Source: an optimization exercise on an open RTL-to-GDS flow (aim: small area and a short achievable clock period). Production flows keep margins and buffers that such runs may drop.
At most, simulation tests tie the RTL to the original design; equivalence was not proved.
No activity file was given, so power comes from the tool's default toggle rates.

## foosball_top
module foosball_top (
   input  logic                     clk,
   input  logic                     reset,
   input  logic                     stop_ball,
   input  game_types_pkg::rod_btn_t left_btn,
   input  game_types_pkg::rod_btn_t right_btn,
   input  game_types_pkg::pixel_t   pix,
   output game_types_pkg::rgb_t     rgb,
   output logic                     score1,
   output logic                     score2
);
   logic frame_tick, serve_left;
   logic goal_right_mouth, goal_left_mouth;
   logic [7:0] left_half, right_half;
   logic [10:0] xl, yl;
   game_ctrl u_ctrl (
      .clk              (clk),
      .reset            (reset),
      .goal_right_mouth (goal_right_mouth),
      .goal_left_mouth  (goal_left_mouth),
      .frame_tick       (frame_tick),
      .serve_left       (serve_left),
      .score1           (score1),
      .score2           (score2)
   );
   rod_mover left_rod  (.clk(clk), .reset(reset), .frame_tick(frame_tick),
                        .btn(left_btn), .rod_half(left_half));
   rod_mover right_rod (.clk(clk), .reset(reset), .frame_tick(frame_tick),
                        .btn(right_btn), .rod_half(right_half));
   ball_mover u_ball (
      .clk              (clk),
  ...
For scale: roughly 32 I/O pins.
==> module game_ctrl, before the edit <==
module game_ctrl (
   input  logic clk,
   input  logic reset,
   input  logic goal_right_mouth,  
   input  logic goal_left_mouth,   
   output logic frame_tick,        
   output logic serve_left,        
   output logic score1,
   output logic score2
);
   logic [7:0] lfsr;
   logic       low_zero;
   assign low_zero = (lfsr[6:0] == 7'd0);
   always_ff @(posedge clk or posedge reset)
   begin
      if (reset)
      begin
         lfsr       <= 8'd0;
         frame_tick <= 1'b1;
      end
      else
      begin
         lfsr       <= {lfsr[6:0], lfsr[7] ^ lfsr[5] ^ lfsr[4] ^ lfsr[3] ^ low_zero};
         frame_tick <= low_zero && lfsr[7];
      end
   end
   logic goal_q;
   always_ff @(posedge clk or posedge reset)
   begin
      if (reset)
      begin
         serve_left <= 1'b0;
         goal_q     <= 1'b0;
      end
      else
      begin
         goal_q <= goal_right_mouth || goal_left_mouth;
         if (goal_right_mouth)
            serve_left <= 1'b0;
         else if (goal_left_mouth)
            serve_left <= 1'b1;
      end
   end
   assign score1 = goal_q && !serve_left;
   assign score2 = goal_q && serve_left;
endmodule
==> flow/config.mk <==
export PLATFORM = sky130hd
export DESIGN_NAME = foosball_top
export DESIGN_NICKNAME = foosball_top
export VERILOG_FILES = /design/flow/design.v
export SDC_FILE = /design/flow/constraint.sdc
export NUM_CORES = 4
export LEC_CHECK = 0
export CAP_MARGIN = 20
export CORE_MARGIN = 2
export CORE_UTILIZATION = 40
export SLEW_MARGIN = 20
==> flow/constraint.sdc <==
create_clock -name core_clock -period 13.0 [get_ports {clk}]
set_input_delay 2.6000 -clock core_clock [delete_from_list [all_inputs] [get_ports {clk}]]
set_output_delay 2.6000 -clock core_clock [all_outputs]
set_load 0.01 [all_outputs]
standard.sh (not shown) runs the stock make flow with config.mk's settings and CLKGATE_MAP_FILE= SYNTH_SCRIPT=/design/flow/synth_recipe.tcl, a recipe that flattens the netlist after the stock synthesis.
==> flow/flow/run.sh <==
#!/bin/bash
# Own layout flow: the standard synthesis, then the combinational logic between the
# registers is mapped again by ABC (registers, their names and cell types are kept as
# the standard synthesis made them): the logic in front of the rgb registers for delay,
# the rest for area. Then the standard layout steps from floorplan to finish.
set -euo pipefail
WORK=$(pwd)
HERE=$(cd "$(dirname "$0")" && pwd)
R=$WORK/orfs/results/$FLOW_PLATFORM/foosball_top/base
LIB=$FLOW_HOME/platforms/$FLOW_PLATFORM/lib/sky130_fd_sc_hd__tt_025C_1v80.lib
YOSYS=$FLOW_HOME/../tools/install/yosys/bin/yosys
[ -x "$YOSYS" ] || YOSYS=$(command -v yosys)

CRIT_SCRIPT=${CRIT_SCRIPT:-abc_speed.script}
REST_SCRIPT=${REST_SCRIPT:-abc_area.script}
LAYOUT_ARGS=()
[ -f "$HERE/flow.env" ] && source "$HERE/flow.env"

# 1. standard synthesis
bash standard.sh synth > "$WORK/log_1_synth.log" 2>&1
cp "$R/1_2_yosys.v" "$WORK/std_1_2_yosys.v"

# 2. remap the combinational logic
python3 "$HERE/genmodels.py" "$LIB" > "$WORK/comb_models.v"
DU=""
for c in $(sed -n '/DONT_USE_CELLS += /,/^$/p' "$FLOW_HOME/platforms/$FLOW_PLATFORM/config.mk" | grep -o 'sky130_fd_sc_hd__[a-z0-9_]*'); do
   DU="$DU -dont_use $c"
done
printf 'set_driving_cell sky130_fd_sc_hd__buf_1\nset_load 5\n' > "$WORK/abc.constr"
cat > "$WORK/remap.ys" <<EOY
read_liberty -lib $LIB
read_verilog $WORK/std_1_2_yosys.v
hierarchy -top $FLOW_TOP
techmap -map $WORK/comb_models.v
techmap
opt -purge
select -set dw c:u_render.* %ci1:+sky130_fd_sc_hd__dfrtp_1[D] w:* %i
select -set crit @dw %ci*:-sky130_fd_sc_hd__dfrtp_1,sky130_fd_sc_hd__dfstp_2
select -set critg @crit t:\$_* %i
abc -liberty $LIB $DU -constr $WORK/abc.constr -script $HERE/$CRIT_SCRIPT @critg
abc -liberty $LIB $DU -constr $WORK/abc.constr -script $HERE/$REST_SCRIPT t:\$_*
opt_clean -purge
chtype -map sky130_fd_sc_hd__clkinv_1 sky130_fd_sc_hd__inv_1
opt_merge -share_all t:sky130_fd_sc_hd__df* %n
opt_clean -purge
hilomap -singleton -hicell sky130_fd_sc_hd__conb_1 HI -locell sky130_fd_sc_hd__conb_1 LO
insbuf -buf sky130_fd_sc_hd__buf_4 A X
splitnets
opt_clean -purge
tee -o $WORK/remap_stat.txt stat -liberty $LIB
check -assert -mapped
write_verilog -noattr -noexpr -nohex -nodec $WORK/remap_1_2_yosys.v
EOY
"$YOSYS" -s "$WORK/remap.ys" > "$WORK/log_2_remap.log" 2>&1
python3 "$HERE/netfix.py" "$WORK/remap_1_2_yosys.v" "$WORK/netfix_1_2_yosys.v" > "$WORK/log_2_netfix.log" 2>&1
cp "$WORK/netfix_1_2_yosys.v" "$R/1_2_yosys.v"
rm -f "$R/1_synth.odb" "$R/1_synth.sdc"

# 3. the standard layout from the remapped netlist
bash standard.sh "${LAYOUT_ARGS[@]}" finish > "$WORK/log_3_layout.log" 2>&1
Other scripts of this flow, unchanged in this note and not shown: flow/flow/abc_area.script, flow/flow/abc_speed.script, flow/flow/flow.env, flow/flow/genmodels.py, flow/flow/netfix.py
The starting point completed with no timing, DRC or antenna violations.
Change:
--- a/flow/design.v
+++ b/flow/design.v
@@ -56,20 +56,15 @@
 );
    logic [7:0] lfsr;
    logic       low_zero;
    assign low_zero = (lfsr[6:0] == 7'd0);
+   assign frame_tick = low_zero && !lfsr[7];
    always_ff @(posedge clk or posedge reset)
    begin
       if (reset)
-      begin
-         lfsr       <= 8'd0;
-         frame_tick <= 1'b1;
-      end
+         lfsr <= 8'd0;
       else
-      begin
-         lfsr       <= {lfsr[6:0], lfsr[7] ^ lfsr[5] ^ lfsr[4] ^ lfsr[3] ^ low_zero};
-         frame_tick <= low_zero && lfsr[7];
-      end
+         lfsr <= {lfsr[6:0], lfsr[7] ^ lfsr[5] ^ lfsr[4] ^ lfsr[3] ^ low_zero};
    end
    logic goal_q;
    always_ff @(posedge clk or posedge reset)
    begin
=>
- The changed run passed the timing, DRC and antenna checks
- setup slack degrades by 0.068 ns
- synthesized area does not change
- combinational power climbs to 2.6 times its value
- count of clock-buffer cells in the layout drops by 4
- global-route usage rose by 0.78 points
- synthesized cell count went up by a few percent
- final area increases slightly
- core utilization is higher by 0.35 points
Only the layout flow was run in the second run of this note; the RTL was not checked for function there.

[re-timing with driven ports]
The flow's constraints put no driver on any port. The routed layouts listed below were extracted and timed again, unchanged, in two steps.
Step 1, drivers: a clkbuf_16 drives clk and a buf_2 each remaining input, both assumed.
Step 2 times the ports against the registers' clock, not the clock port: input delays grow and output delays shrink by t, the midpoint of the rising clock arrivals with the driver on.
Three values: no drivers, after step 1, after step 2; two values: the first two.
run	t (ns)	setup WS [ns]	worst setup path after step 2	worst data-port slew with drivers (ns)	pins driven straight from the clock port
the first run	0.374	9.074 / 9.041 / 8.711	input to register	0.04	1
the second run	0.343	9.006 / 9.021 / 8.678	input to register	0.04	1
After both steps setup and hold are still met in every run listed. The setup slack of the first run, which loses most, moves by -0.033 ns with the drivers and by -0.363 ns with both steps.
